Background: an optimization exercise with open tools, aiming at small area, a short achievable clock period and few clock cycles per item. Do not read the settings as production practice.
In this exercise RTL edits were held to simulation tests only and were not proved equivalent to the original.
Power is estimated from default activity; no workload was simulated.

[design/flow/design.v]
`timescale 1ns / 1ps
module smsk_cell #(
  parameter int KEY_W = 32,
  parameter int TAG_W = 6
) (
  input  logic             clk,
  input  logic             rst,
  input  logic             ins,        
  input  logic             pop,        
  input  logic             close,      
  input  logic [KEY_W-1:0] n_key,      
  input  logic [TAG_W-1:0] n_tag,
  input  logic             n_par,
  input  logic             l_valid,    
  input  logic             l_open,
  input  logic             l_par,
  input  logic [KEY_W-1:0] l_key,
  input  logic [TAG_W-1:0] l_tag,
  input  logic             l_c,
  input  logic             r_valid,    
  input  logic             r_open,
  input  logic             r_par,
  input  logic [KEY_W-1:0] r_key,
  input  logic [TAG_W-1:0] r_tag,
  input  logic             r_c,
  output logic             valid,
  output logic             open,
  output logic             par,
  output logic [KEY_W-1:0] key,
  output logic [TAG_W-1:0] tag,
  output logic             c           
);
  logic take_n, take_l, take_r;
  assign c = !valid || (open && ($signed(key) > $signed(n_key)));
  always_comb begin
    take_n = 1'b0;
    take_l = 1'b0;
    take_r = 1'b0;
    if (pop) begin
      if (ins) begin
        take_n = r_c && !c;
        take_r = !r_c;
      end else begin
        take_r = 1'b1;
      end
    end else if (ins) begin
      take_l = l_c;
      take_n = c && !l_c;
    end
  end
  always_ff @(posedge clk) begin
    if (rst) begin
      valid <= 1'b0;
    end else if (take_n) begin
      valid <= 1'b1;
    end else if (take_l) begin
      valid <= l_valid;
    end else if (take_r) begin
      valid <= r_valid;
    end
  end
  always_ff @(posedge clk) begin
    if (take_n) begin
      open <= !close;
      par  <= n_par;
      key  <= n_key;
      tag  <= n_tag;
    end else if (take_l) begin
      open <= l_open && !close;
      par  <= l_par;
      key  <= l_key;
      tag  <= l_tag;
    end else if (take_r) begin
      open <= r_open && !close;
      par  <= r_par;
      key  <= r_key;
      tag  <= r_tag;
    end else begin
      open <= open && !close;
    end
  end
endmodule
`timescale 1ns / 1ps
module smsk_chain #(
  parameter int MAX_ITEMS = 64,
  parameter int KEY_W     = 32,
  parameter int TAG_W     = 6
) (
  input  logic             clk,
  input  logic             rst,
  input  logic             ins,
  input  logic             pop,
  input  logic             close,
  input  logic [KEY_W-1:0] n_key,
  input  logic [TAG_W-1:0] n_tag,
  input  logic             n_par,
  output logic             head_valid,
  output logic             head_open,
  output logic             head_par,
  output logic [KEY_W-1:0] head_key,
  output logic [TAG_W-1:0] head_tag,
  output logic             next_valid,   
  output logic             next_par,
  output logic             almost_full,  
  output logic             full          
);
  logic             e_valid [MAX_ITEMS];
  logic             e_open  [MAX_ITEMS];
  logic             e_par   [MAX_ITEMS];
  logic [KEY_W-1:0] e_key   [MAX_ITEMS];
  logic [TAG_W-1:0] e_tag   [MAX_ITEMS];
  logic             e_c     [MAX_ITEMS];
  for (genvar i = 0; i < MAX_ITEMS; i++) begin : g_cell
    logic             l_valid, l_open, l_par, l_c;
    logic [KEY_W-1:0] l_key;
    logic [TAG_W-1:0] l_tag;
    logic             r_valid, r_open, r_par, r_c;
    logic [KEY_W-1:0] r_key;
    logic [TAG_W-1:0] r_tag;
    if (i == 0) begin : g_first
      assign l_valid = 1'b0;
      assign l_open  = 1'b0;
      assign l_par   = 1'b0;
      assign l_key   = '0;
      assign l_tag   = '0;
      assign l_c     = 1'b0;
    end else begin : g_mid
      assign l_valid = e_valid[i-1];
      assign l_open  = e_open[i-1];
      assign l_par   = e_par[i-1];
      assign l_key   = e_key[i-1];
      assign l_tag   = e_tag[i-1];
      assign l_c     = e_c[i-1];
    end
    if (i == MAX_ITEMS - 1) begin : g_last
      assign r_valid = 1'b0;
      assign r_open  = 1'b0;
      assign r_par   = 1'b0;
      assign r_key   = '0;
      assign r_tag   = '0;
      assign r_c     = 1'b1;
    end else begin : g_inner
      assign r_valid = e_valid[i+1];
      assign r_open  = e_open[i+1];
      assign r_par   = e_par[i+1];
      assign r_key   = e_key[i+1];
      assign r_tag   = e_tag[i+1];
      assign r_c     = e_c[i+1];
    end
    smsk_cell #(
      .KEY_W (KEY_W),
      .TAG_W (TAG_W)
    ) u_cell (
      .clk     (clk),
      .rst     (rst),
      .ins     (ins),
      .pop     (pop),
      .close   (close),
      .n_key   (n_key),
      .n_tag   (n_tag),
      .n_par   (n_par),
      .l_valid (l_valid),
      .l_open  (l_open),
      .l_par   (l_par),
      .l_key   (l_key),
      .l_tag   (l_tag),
      .l_c     (l_c),
      .r_valid (r_valid),
      .r_open  (r_open),
      .r_par   (r_par),
      .r_key   (r_key),
      .r_tag   (r_tag),
      .r_c     (r_c),
      .valid   (e_valid[i]),
      .open    (e_open[i]),
      .par     (e_par[i]),
      .key     (e_key[i]),
      .tag     (e_tag[i]),
      .c       (e_c[i])
    );
  end
  assign head_valid  = e_valid[0];
  assign head_open   = e_open[0];
  assign head_par    = e_par[0];
  assign head_key    = e_key[0];
  assign head_tag    = e_tag[0];
  assign next_valid  = e_valid[1];
  assign next_par    = e_par[1];
  assign almost_full = e_valid[MAX_ITEMS-2];
  assign full        = e_valid[MAX_ITEMS-1];
endmodule
`timescale 1ns / 1ps
module stable_merge_sort_by_key_top #(
  parameter int KEY_W = 32,
  parameter int TAG_W = 6
) (
  input  logic                    clk,
  input  logic                    rst,
  input  logic                    load_valid,
  output logic                    load_ready,
  input  logic signed [KEY_W-1:0] load_key,
  input  logic                    load_last,
  output logic                    result_valid,
  input  logic                    result_ready,
  output logic signed [KEY_W-1:0] result_sorted_key,
  output logic [TAG_W-1:0]        result_origin_index,
  output logic                    result_final_res,
  output logic                    result_overflowed
);
  localparam int MAX_ITEMS = 64;
  localparam int CNT_W     = $clog2(MAX_ITEMS + 1);
  logic [CNT_W-1:0] ld_cnt;      
  logic             ld_par;      
  logic             ld_full;     
  logic             ovf;         
  logic             s_v;
  logic             s_close;
  logic             s_par;
  logic [KEY_W-1:0] s_key;
  logic [TAG_W-1:0] s_tag;
  logic             load_fire;
  logic             pop;
  logic             head_valid, head_open, head_par, next_valid, next_par;
  logic             almost_full, full;
  logic [KEY_W-1:0] head_key;
  logic [TAG_W-1:0] head_tag;
  assign ld_full   = ld_cnt[CNT_W-1];
  assign load_ready = ld_full || (s_v ? !almost_full : !full);
  assign load_fire  = load_valid && load_ready;
  assign pop        = result_valid && result_ready;
  always_ff @(posedge clk) begin
    if (rst) begin
      ld_cnt  <= '0;
      ld_par  <= 1'b0;
      ovf     <= 1'b0;
      s_v     <= 1'b0;
      s_close <= 1'b0;
    end else begin
      s_v     <= load_fire && !ld_full;
      s_close <= load_fire && load_last;
      if (load_fire) begin
        if (!ld_full) ld_cnt <= ld_cnt + CNT_W'(1);
        if (load_last) begin
          ld_cnt <= '0;
          ld_par <= !ld_par;
        end
      end
      if (load_fire && ld_full)          ovf <= 1'b1;
      else if (pop && result_final_res)  ovf <= 1'b0;
    end
  end
  always_ff @(posedge clk) begin
    if (load_fire) begin
      s_key <= load_key;
      s_tag <= ld_cnt[TAG_W-1:0];
      s_par <= ld_par;
    end
  end
  smsk_chain #(
    .MAX_ITEMS (MAX_ITEMS),
    .KEY_W     (KEY_W),
    .TAG_W     (TAG_W)
  ) u_chain (
    .clk         (clk),
    .rst         (rst),
    .ins         (s_v),
    .pop         (pop),
    .close       (s_close),
    .n_key       (s_key),
    .n_tag       (s_tag),
    .n_par       (s_par),
    .head_valid  (head_valid),
    .head_open   (head_open),
    .head_par    (head_par),
    .head_key    (head_key),
    .head_tag    (head_tag),
    .next_valid  (next_valid),
    .next_par    (next_par),
    .almost_full (almost_full),
    .full        (full)
  );
  assign result_valid        = head_valid && !head_open;
  assign result_sorted_key   = head_key;
  assign result_origin_index = head_tag;
  assign result_final_res    = !next_valid || (next_par != head_par);
  assign result_overflowed   = ovf;
endmodule
[design/flow/run.sh]
#!/bin/bash
# synth_recipe.tcl (not shown) runs the flow's synth.tcl, then flattens the netlist and writes it again
# the make line also repeats each setting of config.mk as NAME=value (left out here)
make -C /OpenROAD-flow-scripts/flow DESIGN_CONFIG=/design/flow/config.mk WORK_HOME=/design/flow/orfs CLKGATE_MAP_FILE= SYNTH_SCRIPT=/design/flow/synth_recipe.tcl finish
[design/flow/config.mk]
export PLATFORM = sky130hd
export DESIGN_NAME = stable_merge_sort_by_key_top
export DESIGN_NICKNAME = stable_merge_sort_by_key_top
export VERILOG_FILES = /design/flow/design.v
export SDC_FILE = /design/flow/constraint.sdc
export NUM_CORES = 4
export LEC_CHECK = 0
export CAP_MARGIN = 20
export CORE_MARGIN = 2
export CORE_UTILIZATION = 40
export SLEW_MARGIN = 20
[design/flow/constraint.sdc]
create_clock -name core_clock -period 10.0 [get_ports {clk}]
set_input_delay 2.0000 -clock core_clock [delete_from_list [all_inputs] [get_ports {clk}]]
set_output_delay 2.0000 -clock core_clock [all_outputs]
set_load 0.01 [all_outputs]
==> results.sh <==
export IMPL_status="no timing/DRC/antenna violations"
export IMPL_vias=141000
export IMPL_grt_overflow_total=0
export IMPL_start_util=0.401
export IMPL_setup_tns_ps=0
export IMPL_clk_path_buf_depth=4
export IMPL_layout_drive_gt1_share=0.0701
export IMPL_die_h_um=683
export IMPL_tightest_slew_ps=1250
export IMPL_hp_class="flip-flop to flip-flop"
export IMPL_synth_largest_area_cell="edfxtp_1"
export IMPL_pwr_density_cell_mw_per_mm2=167
export IMPL_clock_latency_ps=970
export IMPL_dr_wl_met3_um=52200
export IMPL_period_share=0.673
export IMPL_grt_pass1_vias=135000
export IMPL_cts_sinks=2674
export IMPL_reg2reg_to="u_chain.g_cell[44].u_cell.key[27]"
export IMPL_cts_buffers=320
export IMPL_crit_fanout=39
export IMPL_area_delta_synth_final_pct=10.5
export IMPL_synth_area_leaders="edfxtp_1 (41%), mux2i_1 (20%), ha_1 (14%), a21oi_1 (3.7%), o21ai_0 (3.2%)"
export IMPL_synth_ff_type="edfxtp_1"
export IMPL_met1_length_um=278000
export IMPL_combPwrFrac=0.214
export IMPL_yosys_top_cells_count="mux2i_1 (3748), edfxtp_1 (2535), ha_1 (2049), a21oi_1 (1364), nand2_1 (1194)"
export IMPL_core_area_mm2=0.460
export IMPL_grt_setup_unrepaired="no"
export IMPL_slew_violations=0
export IMPL_clkPwrFrac=0.339
export IMPL_hp_start="ld_par"
export IMPL_drt_total_wl_um=640000
export IMPL_slew_limit_headroom=0.156
export IMPL_synthesis_area_mm2=0.185
export IMPL_r2r_start="s_key[31]"
export IMPL_end_kind="flip-flop"
export IMPL_wl_per_cell_um=28.2
export IMPL_route_detailed_drc=0
export IMPL_p_int_mw=23.3
export IMPL_post_dp_hpwl_um=468000
export IMPL_synth_cell_types=95
export IMPL_die_w_um=683
export IMPL_ys_ff_latch=2674
export IMPL_setup_viol=0
export IMPL_swShare=0.318
export IMPL_gp_congestion=0.891
export IMPL_p_leak_nw=87.1
export IMPL_clk_pin_slew_ps=60
export IMPL_synth_most_common_cell="mux2i_1"
export IMPL_async_reset_ff_frac=0
export IMPL_postCtsSetupBuffers=0
export IMPL_cts_resized=0
export IMPL_fin_hold_ws_ps=460
export IMPL_max_clock_freq_mhz=148
export IMPL_die_area_mm2=0.467
export IMPL_htree_levels=5
export IMPL_postSynthAreaPerCell_um2=11.1
export IMPL_synth_cells=16600
export IMPL_holdPathEnd="s_par"
export IMPL_yosysSeqAreaShare=0.428
export IMPL_cp_required_ps=10520
export IMPL_skew_ps=55.1
export IMPL_critPathKind="flip-flop to flip-flop"
export IMPL_antenna_found_initial=21
export IMPL_p_sw_mw=10.9
export IMPL_yosys_warnings=9
export IMPL_cp_start_kind="flip-flop"
export IMPL_cap_violations=0
export IMPL_tritoncts="yes"
export IMPL_io_pins=79
export IMPL_row_count=249
export IMPL_rrSetupSlack_ps=3270
export IMPL_first_pass_iters=6
export IMPL_cts_root_buf="clkbuf_16"
export IMPL_grt_total_usage=0.264
export IMPL_syn_nets=18600
export IMPL_p_seq_frac=0.447
export IMPL_grt_pass1_wl_um=938000
export IMPL_hold_viol=0
export IMPL_synth_edf_count=2535
export IMPL_netlist_area_leader_share=0.412
export IMPL_cts_hold_buf=0
export IMPL_nets=18400
export IMPL_vias_per_cell=6.19
export IMPL_holdPathStages=0
export IMPL_ant_nets=0
export IMPL_grt_start_max_net_pins=83
export IMPL_power_mw=34.1
export IMPL_wl_met2_um=286000
export IMPL_ir_worst_vdd_v=0.000143
export IMPL_drt_iter0_drc=14500
export IMPL_port_buffers=78
export IMPL_cp_arrival_ps=7260
export IMPL_routed_top_layer="met5"
export IMPL_reg2regPathDepth=13
export IMPL_layout_min_cycle_time_ps=6730
==> state kept, by name (all words and copies together), names as in the netlist <==
signal and cells:
u_chain.g_cell.u_cell.key 2048, u_chain.g_cell.u_cell.tag 384, u_chain.g_cell.u_cell.open 64, u_chain.g_cell.u_cell.par 64, u_chain.g_cell.u_cell.valid 64, s_key 32
ld_cnt 7, s_tag 6, ld_par 1, ovf 1, s_close 1, s_par 1
s_v 1
==> layout make-up <==
| class | count | area [um^2] |
|---|---|---|
| fillers | 42500 | 256000 |
| clock inverters | 148 | 1320 |
| multi-input cells | 12600 | 102000 |
| inverters | 273 | 1180 |
| diodes | 7 | 17.5 |
| repair buffers | 469 | 4160 |
| well taps | 6149 | 7690 |
| clock buffers | 414 | 8580 |
| flip-flops and latches | 2674 | 78900 |
==> logic make-up after synthesis <==
kind of cell	Yosys count	synth area share
buf+inv	1314	0.0284
compound gates	3815	0.123
xor+xnor	11	0.000522
fa+ha+maj	2049	0.139
simple gates	2894	0.0744
flops	2674	0.428
mux	3806	0.207
==> critical path, cell delays in order, from the launching register on <==
cell	delay, ps
edfxtp_1	630
buf_4	270
inv_6	340
buf_4	320
ha_1	310
nand4_1	200
nor4_1	1090
or2_2	260
o311ai_0	160
and4_1	280
o21ai_0	840
nor2_1	190
mux2_2	330
or3_2	940
==> through the flow <==
| step | std cells | area, um^2 | util | worst slack [ps] |
|---|---|---|---|---|
| 6_report | 22700 | 204000 | 0.444 | 3270 |
| 5_1_grt | 22700 | 204000 | 0.444 | 3130 |
| 4_1_cts | 22700 | 204000 | 0.443 | 3450 |
| 3_5_place_dp | 22100 | 194000 | 0.422 | 3500 |
| 3_3_place_gp | 22100 | 194000 | 0.422 | 3590 |
| 2_1_floorplan | 16600 | 185000 | - | 2890 |
==> per-layer routing <==
metal	track usage	up-vias
met5	0	-
met4	0.0876	10
met3	0.0426	1035
met2	0.413	5758
met1	0.371	70000
li1	-	63800
==> power by group through the flow <==
stage | clock, mW | sequential [mW] | combinational, mW
2_1_floorplan | 0 | 14.7 | 5.11
3_3_place_gp | 0 | 15.4 | 6.92
3_5_place_dp | 0 | 15.4 | 7.18
4_1_cts | 11.7 | 15.2 | 7.20
5_1_grt | 12.1 | 15.3 | 8.06
6_report | 11.6 | 15.3 | 7.30
==> how the worst max path moves through the flow <==
stage	startpoint	to	slack (ps)	depth (start not counted)
after floorplan	s_key[31]	u_chain.g_cell[18].u_cell.key[0]	2890	13
after global routing	s_key[13]	u_chain.g_cell[35].u_cell.key[21]	3130	13
after detailed placement	result_ready	u_chain.g_cell[46].u_cell.key[20]	3500	8
after CTS	s_key[31]	u_chain.g_cell[44].u_cell.key[21]	3450	13
after global placement	result_ready	u_chain.g_cell[46].u_cell.key[20]	3590	8
final	s_key[31]	u_chain.g_cell[44].u_cell.key[27]	3270	13
==> layout by cell type, fill, tap and decap left out, types with 38 or more instances in the layout <==
cell / n
mux2i_1: 3740
edfxtp_1: 2535
ha_1: 2049
a21oi_1: 1349
o21ai_0: 1189
nand2_1: 1169
nor2_1: 517
nand4_1: 423
buf_4: 354
clkbuf_16: 328
a21o_1: 258
inv_1: 230
nand3_1: 160
dfxtp_1: 137
o211ai_1: 122
nor2b_1: 115
a31oi_1: 104
a211oi_1: 97
nor3_1: 92
nor4_1: 88
clkbuf_1: 81
clkdlybuf4s50_1: 77
o21a_1: 73
clkinv_1: 63
mux2_2: 58
o31ai_1: 53
clkinv_2: 50
and4_1: 46
a22o_1: 43
o22ai_1: 42
nand2b_1: 38
Testbench counts, summed over its fixed seeds: cycles 5,722, items 5,147.

re-timing with driven ports:
In the flow no input, the clock included, has a driving cell. The finished layout below was timed again as built, in two steps. Step 1: set_driving_cell puts a clkbuf_16 on clk and a buf_2 on each other input, an assumption about the parent block. Step 2 times the ports against the registers' clock, not the clock port: input delays grow and output delays shrink by t, the midpoint of the rising clock arrivals with the driver on. Three values: ideal, step 1, step 2; two values: the first two.
t, ns: 1.055
setup slack, ns: 3.266 / 3.266 / 3.266
worst setup path after step 2: register to register
clock arrival spread, ns: 0.058 / 0.058
worst slew at a driven data input, ns: 0.29
After both steps this run still meets setup and hold. The setup slack of this run moves by 0.000 ns with the drivers and by 0.000 ns with both steps.
